Context: an optimization exercise on an open-source flow, tuned for small area and a short achievable clock period. The choices shown serve that exercise and are no tape-out recipe.
Function was checked by simulation only, so behaviour that the tests miss may differ from the original.
No activity file was given, so power comes from the tool's default toggle rates.

==> flow/design.v (excerpt) <==
module dds_phase_accumulator_mc #(
  parameter int NUM_CH = 4,
  parameter int ACC_W  = 32,
  parameter int OUT_W  = 12,
  localparam int CH_W  = dds_pkg::ch_width(NUM_CH)
) (
  input  logic                    clock,
  input  logic                    reset,
  input  logic                    enable,
  input  logic                    cfg_valid,
  output logic                    cfg_ready,
  input  logic [CH_W-1:0]         cfg_ch,
  input  logic [1:0]              cfg_sel,
  input  logic [ACC_W-1:0]        cfg_data,
  input  logic                    update,
  input  logic [NUM_CH-1:0]       sync_clear,
  input  logic [NUM_CH-1:0]       sweep_en,
  output logic [NUM_CH*OUT_W-1:0] phase_out,
  output logic [NUM_CH-1:0]       wrap,
  output logic [NUM_CH-1:0]       sweep_done
);
make LEC_CHECK=0 CAP_MARGIN=20 CORE_MARGIN=2 CORE_UTILIZATION=48 CTS_CLUSTER_DIAMETER=80 CTS_CLUSTER_SIZE=20 SETUP_SLACK_MARGIN=3.0 SLEW_MARGIN=20 SYNTH_HIERARCHICAL=1 finish   # period 5.8 ns
run.sh (not shown) runs the stock make flow with config.mk's settings and CLKGATE_MAP_FILE= SYNTH_SCRIPT=/design/flow/synth_recipe.tcl, a recipe that flattens the netlist after the stock synthesis.
Change:
CORE_UTILIZATION = 55   (was 48)
CTS_CLUSTER_DIAMETER = unset   (was 80)
CTS_CLUSTER_SIZE = unset   (was 20)
SETUP_SLACK_MARGIN = 3.3   (was 3.0)
Outcome: The new run passed the timing, DRC and antenna checks; power goes up by 22%; routed wire length goes up by about 6%; synthesized area stays the same; sequential share of layout area goes down by 2.4 points; sequential cell count is unchanged; final cell count goes up by about 0.44%.
Change:
CORE_UTILIZATION = 42   (was 55)
CTS_CLUSTER_DIAMETER = 80   (was unset)
CTS_CLUSTER_SIZE = 20   (was unset)
SETUP_SLACK_MARGIN = 3.15   (was 3.3)
Outcome:
- The changed run went through all stages and came out clean
- final cell count grows by 4.3%
- wire length shrinks by 0.94%
- clock power shrinks by 27%
- die area grows by 31%
Change:
CORE_UTILIZATION = 43   (was 42)
CTS_CLUSTER_DIAMETER = 75   (was 80)
CTS_CLUSTER_SIZE = 18   (was 20)
SETUP_SLACK_MARGIN = 3.1   (was 3.15)
Clock power goes up by 3.6%.
Count of clock-buffer cells in the layout goes up by 18.
Final cell count goes down by 1.5%.
Sequential share of layout area goes up by 0.10 points.
Total power goes down by 0.31%.
Cell area goes down by 0.38%.
Global-route usage hardly moves.
Combinational power stays flat.
Register-to-register slack improves by 0.02 ns.
Non-clock buffer count goes down by 28.
Utilization goes up by 1.1 points.
Change:
CORE_UTILIZATION = 60   (was 43)
CTS_CLUSTER_DIAMETER = unset   (was 75)
CTS_CLUSTER_SIZE = unset   (was 18)
SETUP_SLACK_MARGIN = 2.8   (was 3.1)
Effect:
- total power decreases by 0.62%
- critical path depth is lower by 1
- final cell count went down by 6.9%
- first-iteration DRC count is higher by 7.9%
- design area drops by 1.8%
- synthesized cell count stays the same
- hold slack improves by 0.0044 ns
- sequential cell count does not change
- setup slack degrades by 0.29 ns
- wire length shrinks by 5.8%
- clock-buffer cell count came out higher by 54

* * *

dds_phase_accumulator_mc again, from the RTL that the note above started with.
## dds_phase_accumulator_mc
module dds_phase_accumulator_mc #(
  parameter int NUM_CH = 4,
  parameter int ACC_W  = 32,
  parameter int OUT_W  = 12,
  localparam int CH_W  = dds_pkg::ch_width(NUM_CH)
) (
  input  logic                    clock,
  input  logic                    reset,
  input  logic                    enable,
  input  logic                    cfg_valid,
  output logic                    cfg_ready,
  input  logic [CH_W-1:0]         cfg_ch,
  input  logic [1:0]              cfg_sel,
  input  logic [ACC_W-1:0]        cfg_data,
  input  logic                    update,
  input  logic [NUM_CH-1:0]       sync_clear,
  input  logic [NUM_CH-1:0]       sweep_en,
  output logic [NUM_CH*OUT_W-1:0] phase_out,
  output logic [NUM_CH-1:0]       wrap,
  output logic [NUM_CH-1:0]       sweep_done
);
==> flow/config.mk <==
export PLATFORM = sky130hd
export DESIGN_NAME = dds_phase_accumulator_mc
export DESIGN_NICKNAME = dds_phase_accumulator_mc
export VERILOG_FILES = /design/flow/design.v
export SDC_FILE = /design/flow/constraint.sdc
export NUM_CORES = 4
export LEC_CHECK = 0
export CAP_MARGIN = 20
export CORE_MARGIN = 2
export CORE_UTILIZATION = 55
export CTS_CLUSTER_DIAMETER = 100
export CTS_CLUSTER_SIZE = 30
export SETUP_SLACK_MARGIN = 3.1
export SLEW_MARGIN = 20
export SYNTH_HIERARCHICAL = 1
==> flow/constraint.sdc <==
create_clock -name core_clock -period 5.8 [get_ports {clock}]
set_input_delay 1.1600 -clock core_clock [delete_from_list [all_inputs] [get_ports {clock}]]
set_output_delay 1.1600 -clock core_clock [all_outputs]
set_load 0.01 [all_outputs]
The first run finished clean.
Then changed:
- CORE_UTILIZATION: 55 -> 60
- CTS_CLUSTER_DIAMETER: 100 -> 80
- CTS_CLUSTER_SIZE: 30 -> 20
- SETUP_SLACK_MARGIN: 3.1 -> 2.95
Effect: Critical path depth decreases by 10. Clock skew barely changes. Total power drops by 2.3%. Wire length decreases by 3.9%. Global-route usage goes up by 1.9 points.
Then changed:
- CORE_UTILIZATION: 60 -> 44
- CTS_CLUSTER_DIAMETER: 80 -> 85
- CTS_CLUSTER_SIZE: 20 -> 22
- SETUP_SLACK_MARGIN: 2.95 -> 3.05
Effect: Cell area grows by 2.7%; power grows by 4.6%; maximum frequency grows by 3.2%; routed wire length grows by 5.4%; worst setup slack improves by 0.097 ns; global-route usage shrinks by 7.3 points; first-iteration DRC count shrinks by 13%; register-to-register slack stays flat; clock skew grows by 0.0058 ns; sequential power is about the same; via count stays flat.
Then changed:
- CORE_UTILIZATION: 44 -> 45
- CTS_CLUSTER_DIAMETER: 85 -> 60
- CTS_CLUSTER_SIZE: 22 -> 16
- SETUP_SLACK_MARGIN: 3.05 -> 3.15
After rerunning: Via count rose slightly. First-iteration DRC count rose by a little under a tenth. Hold slack got worse by 0.0059 ns. Clock-buffer cell count rose by 39. Non-clock buffer count rose by 19. Clock power rose by well over a third. Combinational power rose by a little under a tenth. Worst setup slack improved by 0.098 ns. Cell area rose by a few percent. Flip-flop and latch count does not change. Utilization rose by 3.0 points.
Then changed:
- CORE_UTILIZATION: 45 -> 40
- CTS_CLUSTER_DIAMETER: 60 -> 80
- CTS_CLUSTER_SIZE: 16 -> 20
- SETUP_SLACK_MARGIN: 3.15 -> 3.2
=> Final cell count rises by 1.8%; synthesized cell count stays the same; sequential share of layout area came out higher by 0.34 points.

* * *

dds_phase_accumulator_mc again, from the RTL that the note above started with.
clock: 5.8 ns
lec_check: 0
cap_margin: 20
core_margin: 2
core_utilization: 40
cts_cluster_diameter: 90
cts_cluster_size: 24
setup_slack_margin: 3.0
slew_margin: 20
synth_hierarchical: 1
The baseline finished clean.
Change:
Settings changed: CORE_UTILIZATION 40 to 42, CTS_CLUSTER_DIAMETER 90 to 80, CTS_CLUSTER_SIZE 24 to 20, SETUP_SLACK_MARGIN 3.0 to 3.1.
Result: The changed run passed the timing, DRC and antenna checks; global-route usage grows by 1.9 points; die area shrinks by a few percent; first-iteration DRC count shrinks by roughly a tenth; wire length grows by a few percent; design area grows by a few percent; core utilization grows by 3.4 points; maximum frequency grows by a few percent.
Change:
Settings changed: CORE_UTILIZATION 42 to 55.
=> The changed run produced a clean layout. Design area decreases slightly. Clock skew decreases by 18 ps. Die area decreases by a quarter to a third.
Change:
Settings changed: CTS_CLUSTER_DIAMETER 80 to unset, CTS_CLUSTER_SIZE 20 to unset.
Result: Via count is higher slightly; non-clock buffer count falls by 30; final cell count rises slightly.

[separate check: timing with driven ports]
In the flow no input, the clock included, has a driving cell. The finished layouts below were timed again as built, in two steps.
Step 1 sets driving cells, clkbuf_16 on the clock port and buf_2 on the other inputs (assumed; they add their load-dependent delay and slew).
Step 2 also shifts input and output timing later by t, the mid clock arrival at the registers, as if the neighbouring blocks saw the same clock.
Slacks: no drivers / after step 1 / after step 2; pairs: no drivers / after step 1.
run	t, ns	slack for setup (ns)	worst register clock-pin slew, ns	worst data-port slew with drivers (ns)	pins driven straight from the clock port
the first run of note 1	0.770	2.711 / 2.631 / 1.861	0.09 / 0.09	0.19	1
the second run of note 1	0.814	3.023 / 3.023 / 2.397	0.06 / 0.06	0.14	1
the third run of note 1	0.782	3.073 / 3.011 / 2.229	0.09 / 0.09	0.15	1
the fourth run of note 1	0.776	3.036 / 3.018 / 2.243	0.08 / 0.08	0.13	1
the fifth run of note 1	0.817	2.750 / 2.705 / 1.888	0.06 / 0.06	0.15	1
the first run of note 2	0.768	2.971 / 2.971 / 2.280	0.12 / 0.12	0.12	1
the second run of note 2	0.738	2.717 / 2.708 / 1.969	0.09 / 0.09	0.12	1
the third run of note 2	0.764	2.814 / 2.762 / 1.998	0.10 / 0.10	0.17	1
the fourth run of note 2	0.824	2.911 / 2.841 / 2.017	0.08 / 0.08	0.15	1
the fifth run of note 2	0.800	2.919 / 2.919 / 2.317	0.09 / 0.09	0.15	1
the first run of note 3	0.810	2.849 / 2.779 / 1.969	0.10 / 0.10	0.17	1
the second run of note 3	0.788	3.040 / 3.040 / 2.332	0.09 / 0.09	0.17	1
the third run of note 3	0.747	2.959 / 2.959 / 2.398	0.10 / 0.10	0.12	1
the fourth run of note 3	0.820	3.029 / 3.029 / 2.325	0.07 / 0.07	0.12	1
After both steps setup and hold are still met in every run listed. For the fourth run of note 2, which loses most, drivers alone change the setup slack by -0.070 ns; drivers and shift together by -0.894 ns.
